What follows belongs to an exercise in optimizing a design on an open flow for small area, a short achievable clock period and few clock cycles per item; a production flow would make more cautious choices. Function was checked by simulation only, so behaviour that the tests miss may differ from the original. Power is estimated from default activity; no workload was simulated.

==> flow/design.v <==
package tgarle_pkg;
  localparam logic [1:0] KIND_HEADER      = 2'd0;
  localparam logic [1:0] KIND_RUN         = 2'd1;
  localparam logic [1:0] KIND_BAD_TYPE    = 2'd2;
  localparam logic [1:0] KIND_UNSUPPORTED = 2'd3;
  localparam logic [7:0] TYPE_TRUECOLOUR = 8'd2;
  localparam logic [7:0] TYPE_RLE        = 8'd10;
  localparam logic [7:0] DEPTH_24        = 8'd24;
  localparam logic [7:0] DEPTH_32        = 8'd32;
  localparam logic [4:0] HDR_ID_LENGTH   = 5'd0;
  localparam logic [4:0] HDR_CMAP_TYPE   = 5'd1;
  localparam logic [4:0] HDR_IMAGE_TYPE  = 5'd2;
  localparam logic [4:0] HDR_WIDTH_LO    = 5'd12;
  localparam logic [4:0] HDR_WIDTH_HI    = 5'd13;
  localparam logic [4:0] HDR_HEIGHT_LO   = 5'd14;
  localparam logic [4:0] HDR_HEIGHT_HI   = 5'd15;
  localparam logic [4:0] HDR_PIXEL_DEPTH = 5'd16;
  localparam logic [4:0] HDR_LAST        = 5'd17;
  localparam logic [7:0] PKT_COUNT_MASK = 8'h7f;
  localparam int         PKT_RUN_BIT    = 7;
  localparam logic [7:0] OPAQUE_ALPHA   = 8'hff;
  localparam logic [1:0] DIV_LAST_STEP = 2'd3;
  typedef struct packed {
    logic        start;
    logic [16:0] total;
    logic [15:0] divisor;
  } div_req_t;
  typedef struct packed {
    logic        busy;
    logic        done;
    logic [7:0]  quotient;
    logic [16:0] remainder;
  } div_resp_t;
endpackage
module tgarle_row_div (
  input  logic      clk,
  input  logic      rst,
  input  tgarle_pkg::div_req_t  req,
  output tgarle_pkg::div_resp_t resp
);
  logic        busy;
  logic [1:0]  step;
  logic [16:0] rem;
  logic [21:0] dvs;
  logic [5:0]  quot;
  logic [23:0] cand1;
  logic [23:0] cand2;
  logic [23:0] cand3;
  logic [23:0] rem_wide;
  logic [23:0] sub;
  logic [1:0]  digit;
  logic [16:0] rem_next;
  always_comb begin
    cand1    = {2'b00, dvs};
    cand2    = {1'b0, dvs, 1'b0};
    cand3    = cand1 + cand2;
    rem_wide = {7'd0, rem};
    if (rem_wide >= cand3) begin
      digit = 2'd3;
      sub   = cand3;
    end else if (rem_wide >= cand2) begin
      digit = 2'd2;
      sub   = cand2;
    end else if (rem_wide >= cand1) begin
      digit = 2'd1;
      sub   = cand1;
    end else begin
      digit = 2'd0;
      sub   = 24'd0;
    end
    rem_next = 17'(rem_wide - sub);
  end
  assign resp.busy      = busy;
  assign resp.done      = busy && (step == tgarle_pkg::DIV_LAST_STEP);
  assign resp.quotient  = {quot, digit};
  assign resp.remainder = rem_next;
  always_ff @(posedge clk) begin
    if (rst) begin
      busy <= 1'b0;
      step <= 2'd0;
    end else if (req.start) begin
      busy <= 1'b1;
      step <= 2'd0;
    end else if (busy) begin
      step <= step + 2'd1;
      if (step == tgarle_pkg::DIV_LAST_STEP) begin
        busy <= 1'b0;
      end
    end
  end
  always_ff @(posedge clk) begin
    if (req.start) begin
      rem  <= req.total;
      dvs  <= {req.divisor, 6'd0};
      quot <= 6'd0;
    end else if (busy) begin
      rem  <= rem_next;
      dvs  <= {2'b00, dvs[21:2]};
      quot <= {quot[3:0], digit};
    end
  end
endmodule
module tga_truecolor_rle_decoder_core (
  input  logic        clk,
  input  logic        rst,
  input  logic        byte_valid,
  output logic        byte_stall,
  input  logic [7:0]  data_byte,
  input  logic        start_of_file,
  output logic        result_valid,
  input  logic        result_stall,
  output logic [1:0]  result_kind,
  output logic [31:0] pixel_rgba,
  output logic [15:0] dest_row,
  output logic [15:0] dest_column,
  output logic [7:0]  run_length,
  output logic [15:0] image_width,
  output logic [15:0] image_height,
  output logic        image_done
);
  typedef enum logic [2:0] {
    PH_IDLE,
    PH_HEADER,
    PH_IDSKIP,
    PH_PKTHDR,
    PH_PIXEL,
    PH_DONE
  } phase_t;
  phase_t      phase, phase_next, phase_eff;
  logic [4:0]  hbs, hbs_next, hbs_eff;
  logic [7:0]  id_left, id_left_next;
  logic        rle_mode, rle_mode_next;
  logic        has_alpha, has_alpha_next;
  logic [15:0] width_reg, width_next, width_eff;
  logic [15:0] height_reg, height_next, height_eff;
  logic [15:0] cur_row, cur_row_next;
  logic [15:0] cur_column, cur_column_next;
  logic [7:0]  packet_left, packet_left_next;
  logic        packet_is_run, packet_is_run_next;
  logic [1:0]  comp_index, comp_index_next;
  logic [23:0] colour_bytes, colour_bytes_next;
  logic [7:0]  id_length, id_length_next;
  logic [7:0]  cmap_type, cmap_type_next;
  logic [7:0]  image_type, image_type_next;
  logic [7:0]  pixel_depth, pixel_depth_next;
  logic [31:0] pixels_left, pixels_left_next;
  logic [31:0] image_area;
  logic [1:0]  last_index;
  logic        emit_slot;
  logic        header_slot;
  logic        accept;
  logic        has_result;
  logic [1:0]  r_kind;
  logic [31:0] r_rgba;
  logic [15:0] r_row;
  logic [15:0] r_column;
  logic [7:0]  r_length;
  logic [15:0] r_width;
  logic [15:0] r_height;
  logic        r_done;
  logic [7:0]  want;
  logic [7:0]  len;
  logic        run_done;
  tgarle_pkg::div_req_t    div_req;
  tgarle_pkg::div_resp_t   div_resp;
  tgarle_row_div u_row_div (
    .clk  (clk),
    .rst  (rst),
    .req  (div_req),
    .resp (div_resp)
  );
  assign image_area  = width_reg * height_reg;
  assign last_index  = has_alpha ? 2'd3 : 2'd2;
  assign emit_slot   = (phase == PH_PIXEL) && (comp_index == last_index);
  assign header_slot = (phase == PH_HEADER) && (hbs == tgarle_pkg::HDR_LAST);
  assign byte_stall  = (result_valid && result_stall && (emit_slot || header_slot)) ||
                       (div_resp.busy && emit_slot);
  assign accept      = byte_valid && !byte_stall;
  always_comb begin
    phase_eff  = start_of_file ? PH_HEADER : phase;
    hbs_eff    = start_of_file ? 5'd0 : hbs;
    width_eff  = start_of_file ? 16'd0 : width_reg;
    height_eff = start_of_file ? 16'd0 : height_reg;
    phase_next         = phase_eff;
    hbs_next           = hbs_eff;
    id_left_next       = id_left;
    rle_mode_next      = rle_mode;
    has_alpha_next     = has_alpha;
    width_next         = width_eff;
    height_next        = height_eff;
    cur_row_next       = cur_row;
    cur_column_next    = cur_column;
    packet_left_next   = packet_left;
    packet_is_run_next = packet_is_run;
    comp_index_next    = comp_index;
    colour_bytes_next  = colour_bytes;
    id_length_next     = id_length;
    cmap_type_next     = cmap_type;
    image_type_next    = image_type;
    pixel_depth_next   = pixel_depth;
    pixels_left_next   = pixels_left;
    has_result = 1'b0;
    r_kind     = tgarle_pkg::KIND_HEADER;
    r_rgba     = 32'd0;
    r_row      = 16'd0;
    r_column   = 16'd0;
    r_length   = 8'd0;
    r_width    = 16'd0;
    r_height   = 16'd0;
    r_done     = 1'b0;
    want       = 8'd1;
    len        = 8'd0;
    run_done   = 1'b0;
    div_req.start   = 1'b0;
    div_req.total   = 17'({1'b0, cur_column});
    div_req.divisor = width_reg;
    if (div_resp.done) begin
      cur_row_next    = cur_row - {8'd0, div_resp.quotient};
      cur_column_next = div_resp.remainder[15:0];
    end
    case (phase_eff)
      PH_HEADER: begin
        case (hbs_eff)
          tgarle_pkg::HDR_ID_LENGTH:   id_length_next   = data_byte;
          tgarle_pkg::HDR_CMAP_TYPE:   cmap_type_next   = data_byte;
          tgarle_pkg::HDR_IMAGE_TYPE:  image_type_next  = data_byte;
          tgarle_pkg::HDR_WIDTH_LO:    width_next       = {width_eff[15:8], data_byte};
          tgarle_pkg::HDR_WIDTH_HI:    width_next       = {data_byte, width_eff[7:0]};
          tgarle_pkg::HDR_HEIGHT_LO:   height_next      = {height_eff[15:8], data_byte};
          tgarle_pkg::HDR_HEIGHT_HI:   height_next      = {data_byte, height_eff[7:0]};
          tgarle_pkg::HDR_PIXEL_DEPTH: pixel_depth_next = data_byte;
          default: begin
          end
        endcase
        if (hbs_eff == tgarle_pkg::HDR_LAST) begin
          hbs_next   = 5'd0;
          has_result = 1'b1;
          r_width    = width_reg;
          r_height   = height_reg;
          if ((image_type != tgarle_pkg::TYPE_TRUECOLOUR) && (image_type != tgarle_pkg::TYPE_RLE)) begin
            r_kind     = tgarle_pkg::KIND_BAD_TYPE;
            phase_next = PH_IDLE;
          end else if ((cmap_type != 8'd0) ||
                       ((pixel_depth != tgarle_pkg::DEPTH_24) && (pixel_depth != tgarle_pkg::DEPTH_32))) begin
            r_kind     = tgarle_pkg::KIND_UNSUPPORTED;
            phase_next = PH_IDLE;
          end else begin
            r_kind             = tgarle_pkg::KIND_HEADER;
            rle_mode_next      = (image_type == tgarle_pkg::TYPE_RLE);
            has_alpha_next     = (pixel_depth == tgarle_pkg::DEPTH_32);
            cur_column_next    = 16'd0;
            comp_index_next    = 2'd0;
            colour_bytes_next  = 24'd0;
            packet_left_next   = 8'd0;
            packet_is_run_next = 1'b0;
            if ((width_reg == 16'd0) || (height_reg == 16'd0)) begin
              cur_row_next = 16'd0;
              phase_next   = PH_DONE;
              r_done       = 1'b1;
            end else begin
              cur_row_next     = height_reg - 16'd1;
              pixels_left_next = image_area;
              if (id_length != 8'd0) begin
                id_left_next = id_length;
                phase_next   = PH_IDSKIP;
              end else begin
                phase_next = (image_type == tgarle_pkg::TYPE_RLE) ? PH_PKTHDR : PH_PIXEL;
              end
            end
          end
        end else begin
          hbs_next = hbs_eff + 5'd1;
        end
      end
      PH_IDSKIP: begin
        id_left_next = id_left - 8'd1;
        if (id_left == 8'd1) begin
          phase_next = rle_mode ? PH_PKTHDR : PH_PIXEL;
        end
      end
      PH_PKTHDR: begin
        packet_left_next   = (data_byte & tgarle_pkg::PKT_COUNT_MASK) + 8'd1;
        packet_is_run_next = data_byte[tgarle_pkg::PKT_RUN_BIT];
        comp_index_next    = 2'd0;
        colour_bytes_next  = 24'd0;
        phase_next         = PH_PIXEL;
      end
      PH_PIXEL: begin
        if (comp_index < last_index) begin
          case (comp_index)
            2'd0:    colour_bytes_next[7:0]   = data_byte;
            2'd1:    colour_bytes_next[15:8]  = data_byte;
            default: colour_bytes_next[23:16] = data_byte;
          endcase
          comp_index_next = comp_index + 2'd1;
        end else begin
          comp_index_next   = 2'd0;
          colour_bytes_next = 24'd0;
          if (has_alpha) begin
            r_rgba = {colour_bytes[23:16], colour_bytes[15:8], colour_bytes[7:0], data_byte};
          end else begin
            r_rgba = {data_byte, colour_bytes[15:8], colour_bytes[7:0], tgarle_pkg::OPAQUE_ALPHA};
          end
          if (rle_mode && packet_is_run) begin
            want             = packet_left;
            packet_left_next = 8'd0;
          end else begin
            want = 8'd1;
            if (rle_mode && (packet_left != 8'd0)) begin
              packet_left_next = packet_left - 8'd1;
            end
          end
          if ({24'd0, want} < pixels_left) begin
            len = want;
          end else begin
            len = pixels_left[7:0];
          end
          run_done   = ({24'd0, len} == pixels_left);
          has_result = 1'b1;
          r_kind     = tgarle_pkg::KIND_RUN;
          r_row      = cur_row;
          r_column   = cur_column;
          r_length   = len;
          r_done     = run_done;
          if (run_done) begin
            phase_next = PH_DONE;
          end else begin
            pixels_left_next = pixels_left - {24'd0, len};
            if (len == 8'd1) begin
              if ((cur_column + 16'd1) == width_reg) begin
                cur_column_next = 16'd0;
                cur_row_next    = cur_row - 16'd1;
              end else begin
                cur_column_next = cur_column + 16'd1;
              end
            end else begin
              div_req.start = 1'b1;
              div_req.total = {1'b0, cur_column} + {9'd0, len};
            end
            if (rle_mode && (packet_left_next == 8'd0)) begin
              phase_next = PH_PKTHDR;
            end
          end
        end
      end
      default: begin
      end
    endcase
    if (!accept) begin
      div_req.start = 1'b0;
      has_result    = 1'b0;
    end
  end
  always_ff @(posedge clk) begin
    if (rst) begin
      phase         <= PH_IDLE;
      hbs           <= 5'd0;
      id_left       <= 8'd0;
      rle_mode      <= 1'b0;
      has_alpha     <= 1'b0;
      width_reg     <= 16'd0;
      height_reg    <= 16'd0;
      cur_row       <= 16'd0;
      cur_column    <= 16'd0;
      packet_left   <= 8'd0;
      packet_is_run <= 1'b0;
      comp_index    <= 2'd0;
      colour_bytes  <= 24'd0;
      id_length     <= 8'd0;
      cmap_type     <= 8'd0;
      image_type    <= 8'd0;
      pixel_depth   <= 8'd0;
      pixels_left   <= 32'd0;
      result_valid  <= 1'b0;
    end else begin
      if (accept) begin
        phase         <= phase_next;
        hbs           <= hbs_next;
        id_left       <= id_left_next;
        rle_mode      <= rle_mode_next;
        has_alpha     <= has_alpha_next;
        width_reg     <= width_next;
        height_reg    <= height_next;
        cur_row       <= cur_row_next;
        cur_column    <= cur_column_next;
        packet_left   <= packet_left_next;
        packet_is_run <= packet_is_run_next;
        comp_index    <= comp_index_next;
        colour_bytes  <= colour_bytes_next;
        id_length     <= id_length_next;
        cmap_type     <= cmap_type_next;
        image_type    <= image_type_next;
        pixel_depth   <= pixel_depth_next;
        pixels_left   <= pixels_left_next;
      end else if (div_resp.done) begin
        cur_row    <= cur_row - {8'd0, div_resp.quotient};
        cur_column <= div_resp.remainder[15:0];
      end
      if (has_result) begin
        result_valid <= 1'b1;
      end else if (!result_stall) begin
        result_valid <= 1'b0;
      end
    end
  end
  always_ff @(posedge clk) begin
    if (has_result) begin
      result_kind  <= r_kind;
      pixel_rgba   <= r_rgba;
      dest_row     <= r_row;
      dest_column  <= r_column;
      run_length   <= r_length;
      image_width  <= r_width;
      image_height <= r_height;
      image_done   <= r_done;
    end
  end
endmodule
==> flow/run.sh <==
#!/bin/bash
# synth_recipe.tcl (not shown) runs the flow's synth.tcl, then flattens the netlist and writes it again
# the make line also repeats each setting of config.mk as NAME=value (left out here)
make -C /OpenROAD-flow-scripts/flow DESIGN_CONFIG=/design/flow/config.mk WORK_HOME=/design/flow/orfs CLKGATE_MAP_FILE= SYNTH_SCRIPT=/design/flow/synth_recipe.tcl finish
==> flow/config.mk <==
export PLATFORM = sky130hd
export DESIGN_NAME = tga_truecolor_rle_decoder_core
export DESIGN_NICKNAME = tga_truecolor_rle_decoder_core
export VERILOG_FILES = /design/flow/design.v
export SDC_FILE = /design/flow/constraint.sdc
export NUM_CORES = 4
export LEC_CHECK = 0
export CAP_MARGIN = 20
export CORE_MARGIN = 2
export CORE_UTILIZATION = 40
export SLEW_MARGIN = 20
==> flow/constraint.sdc <==
create_clock -name core_clock -period 7.5 [get_ports {clk}]
set_input_delay 1.5000 -clock core_clock [delete_from_list [all_inputs] [get_ports {clk}]]
set_output_delay 1.5000 -clock core_clock [all_outputs]
set_load 0.01 [all_outputs]
==> impl_metrics.yaml <==
clock_tree:
  htree_levels: 2
  cts_buffers: 42
  max-clock-path-buffers: 3
  clock_latency_ns: 0.59
  clk_pin_slew_worst_paths_ns: 0.06
  cts_tree: "yes"
  clock-sinks: 337
  cts_resized: 0
  clock-root-buffer: "clkbuf_16"
  cts_hold_buf: 0
  post_cts_buffers: 0
pwr:
  finalPower_mw: 4.32
  vdd_drop_max_v: 0.000140
  power_leakage_nw: 14.3
  power_density_mw_per_mm2: 132
die:
  start_util_pct: 40.6
  io_pins: 122
  row_count: 98
  dieArea_mm2: 0.0750
  die_h_um: 274
  coreArea_mm2: 0.0719
  die_w_um: 274
sta:
  final.period_utilization_pct: 94.6
  hold_ws_ns: 0.452
  worst_pin_slew_ns: 1.27
  slew_violations: 0
  clock.fmax_ghz: 0.141
  grt_setup_unrepaired: "false"
  fin_crit_ns: 7.09
  relSlewSlack_pct: 15.6
  tns_ns: 0
  finClkSkew_ns: 0.0438
  setup_viol: 0
  hold_viol: 0
yosys:
  synth_edf_count: 140
  syn_area_per_cell_um2: 8.52
  yosysSeqAreaShare_pct: 28.0
  netlist_instances: 3422
  async_reset_ff_share_pct: 0
  synthFlopType: "dfxtp_1"
  synth_fp_nets: 3879
  synth_cell_types: 87
  yosysWarnings: 2
  mappedNetlistArea_mm2: 0.0291
  synth_seq_cells: 337
flow_run:
  max_cap_viol_count: 0
routing:
  drc: 0
  vias_per_cell: 5.51
  vias: 24500
  wirelength_mm: 86.9
  drtPass1Iterations: 7
  drtIter0Drc: 2298
  drtAntennaViolNets: 0
  routedWlPerCell_um: 19.5
worst_setup_path:
  crit_end: "pixels_left[31]$_SDFFE_PP0P_"
  slowest_stage: "dfxtp_1"
  rr_startpoint: "width_reg[8]$_SDFFE_PP0P_"
  worstPathRequired_ns: 7.96
  path_common_cell: "fa_1"
  ff2ff_setup_slack_ns: 0.41
  cp.arrival_ns: 7.55
  crit_path_cell_trace: "nand2_1 -> fa_1 -> fa_1 -> inv_1 -> fa_1 -> inv_1 -> fa_1 -> inv_1 -> fa_1 -> fa_1 -> ha_1 -> a21o_1 -> a21o_1 -> a21oi_1 -> o31ai_1 -> a31oi_1 -> buf_4 -> o21ai_0 -> a211o_1 -> a21o_1 -> a2111oi_0 -> a31oi_1 -> o41ai_1"
  critPathLaunch: "width_reg[8]$_SDFFE_PP0P_"
  critPathKind: "register to register"
  crit-reg2reg-capture: "pixels_left[31]$_SDFFE_PP0P_"
  crit_path_start_kind: "register"
  critical-path-max-stage-delay_ns: 0.77
  reg2regPathDepth: 23
  end_kind: "register"
  worstPathMaxFanout: 11
global_route:
  first_global_vias: 24200
  grt_max_degree: 87
  top_usage_layer: "met2"
  grt_pass1_wl_mm: 138
  grt_usage_pct: 23.3
  grt_util_met2_pct: 38.2
  grt_overflow: 0
  antenna_found_initial: 1
  grtUsageMet1_pct: 31.7
  grt_use_met3_pct: 3.19
final_layout:
  n_fill_cell: 7047
  ff_latch_area_mm2: 0.00815
  syn2layout_area_growth_pct: 12.5
  multiInputGateArea_mm2: 0.0190
  drive_gt1_share_pct: 5.51
  diodes: 0
  fin_nets: 3928
  reg.largest.list: "pixel_rgba: 32 flops, pixels_left: 32 flops, colour_bytes: 24 flops"
min_path:
  min_path_type: "register to register"
placement:
  dp_hpwl_mm: 64.7
  portBuffers: 121
  routabilityCongestion: 0.896
status:
  status: "finished clean"
==> worst min-delay path by stage <==
stage | to | slack (ns) | cells past startpoint | start
floorplan | colour_bytes[16]$_SDFFE_PP0P_ | 0.43 | 2 | colour_bytes[16]$_SDFFE_PP0P_
global placement | colour_bytes[17]$_SDFFE_PP0P_ | 0.44 | 2 | colour_bytes[17]$_SDFFE_PP0P_
detailed placement | colour_bytes[17]$_SDFFE_PP0P_ | 0.45 | 2 | colour_bytes[17]$_SDFFE_PP0P_
CTS | colour_bytes[17]$_SDFFE_PP0P_ | 0.45 | 2 | colour_bytes[17]$_SDFFE_PP0P_
global route | colour_bytes[20]$_SDFFE_PP0P_ | 0.46 | 2 | colour_bytes[20]$_SDFFE_PP0P_
finish | colour_bytes[21]$_SDFFE_PP0P_ | 0.45 | 2 | colour_bytes[21]$_SDFFE_PP0P_
==> Yosys cell counts (all sizes together) (5+ instances only) <==
library cell  instances  area [um^2]
nand4                26          163
nand3b                8         60.1
o211ai               15          131
a211oi               30          230
nand3                68          340
clkbuf              180          677
and3                 98          613
a21oi               218         1090
inv                 323         1210
nor4b                 5         58.8
and2                100          626
o21a                 12         90.1
or2                   9         56.3
buf                  21          110
o21bai               10         75.1
ha                  245         3070
nor3                 68          357
or3                  17          111
o31ai                13         97.6
a21boi                6         45.0
a221oi                7         67.6
o22ai                27          175
xor2                 65          569
edfxtp              140         4200
a211o                 7         61.3
o2111ai               5         43.8
dfxtp               197         3940
or4                  11         86.3
nor2                352         1320
a311oi                8         70.1
fa                  199         3980
o31a                  6         52.6
nand2b               26          163
mux2i                38          384
a22oi                58          435
o22a                  8         70.1
o21ai               157          786
nand2               391         1470
a21o                 46          345
a31oi                19          134
nor2b                21          131
nor4                 28          190
xnor2                80          701
==> critical path, delay by kind of cell, from the launching register on <==
family                   cells  cell delay, ns
AO/OA/AOI/OAI               11            2.24
flip-flops                   1            0.77
AND/OR/NAND/NOR              1            0.16
adder cells (fa/ha/maj)      7            3.47
buffers and inverters        4            0.33
==> layout make-up <==
cell class	count	share of cell area, %
sequential	337	24.9
tap	950	3.63
timing repair buffer	206	5.68
clock buffer	51	3.34
multi-input combinational	2561	58.1
clock inverter	26	0.702
inverter	323	3.70
==> where the power goes <==
group | internal (mW) | switching (mW) | total [mW] | leakage (nW)
clock network | 1.12 | 0.866 | 1.99 | 0.644
logic | 0.128 | 0.278 | 0.406 | 11.0
registers | 1.91 | 0.0179 | 1.93 | 2.72
total | 3.16 | 1.16 | 4.32 | 14.3
==> cell usage in the layout, fill, tap and decap left out, types with 80 or more instances in the layout <==
cell / Yosys / routed
inv_1: 323 / 323
dfxtp_1: 197 / 193
clkdlybuf4s50_1: 0 / 120
buf_4: 1 / 84
nor2_1: 352 / 349
o21ai_0: 147 / 145
nand2_1: 391 / 391
fa_1: 199 / 199
edfxtp_1: 140 / 140
a21oi_1: 218 / 217
and2_1: 99 / 99
xnor2_1: 80 / 80
and3_1: 98 / 98
ha_1: 245 / 245
==> routing by layer <==
layer  vias up  part of all wire (%)
met5         -                     0
met4         0                   3.1
met3       128                   5.5
met2       689                    47
met1     11900                    44
li1      11800                     -
==> logic make-up after synthesis <==
logic type	share of synthesized area [%]
and+or+nand+nor	20.1
AOI/OAI and AO/OA	15.0
buffers and inverters	6.86
adders and majority gates	24.2
DFF	28.0
xor gates and xnor gates	4.59
muxes	1.37
==> per-stage QoR <==
step / setup slack [ns] / util [%] / instance area (um^2) / cells
floorplan: 0.745 / - / 29100 / 3422
global placement: 0.343 / 43.8 / 31400 / 4377
detailed placement: 0.228 / 43.8 / 31400 / 4377
CTS: 0.200 / 45.6 / 32800 / 4454
global route: 0.0107 / 45.6 / 32800 / 4454
finish: 0.407 / 45.6 / 32800 / 4454
Testbench counts, summed over its fixed seeds: cycles 128,958, bytes 128,035.

==> separate check: timing with driven ports <==
The flow's constraints put no driver on any port. The routed layout listed below was extracted and timed again, unchanged, in two steps.
Step 1 assumes that a clkbuf_16 drives the clock port and a buf_2 every other input.
Step 2 also shifts input and output timing later by t, the mid clock arrival at the registers, as if the neighbouring blocks saw the same clock.
Slacks: no drivers / after step 1 / after step 2; pairs: no drivers / after step 1.
shift t [ns]: 0.634
setup slack, ns: 0.407 / 0.407 / 0.407
hold slack, ns: 0.452 / 0.452 / 0.452
slew at the worst register clock pin (ns): 0.07 / 0.07
pins driven straight from the clock port: 1
After both steps this run still meets setup and hold. The setup slack of this run moves by 0.000 ns with the drivers and by 0.000 ns with both steps.
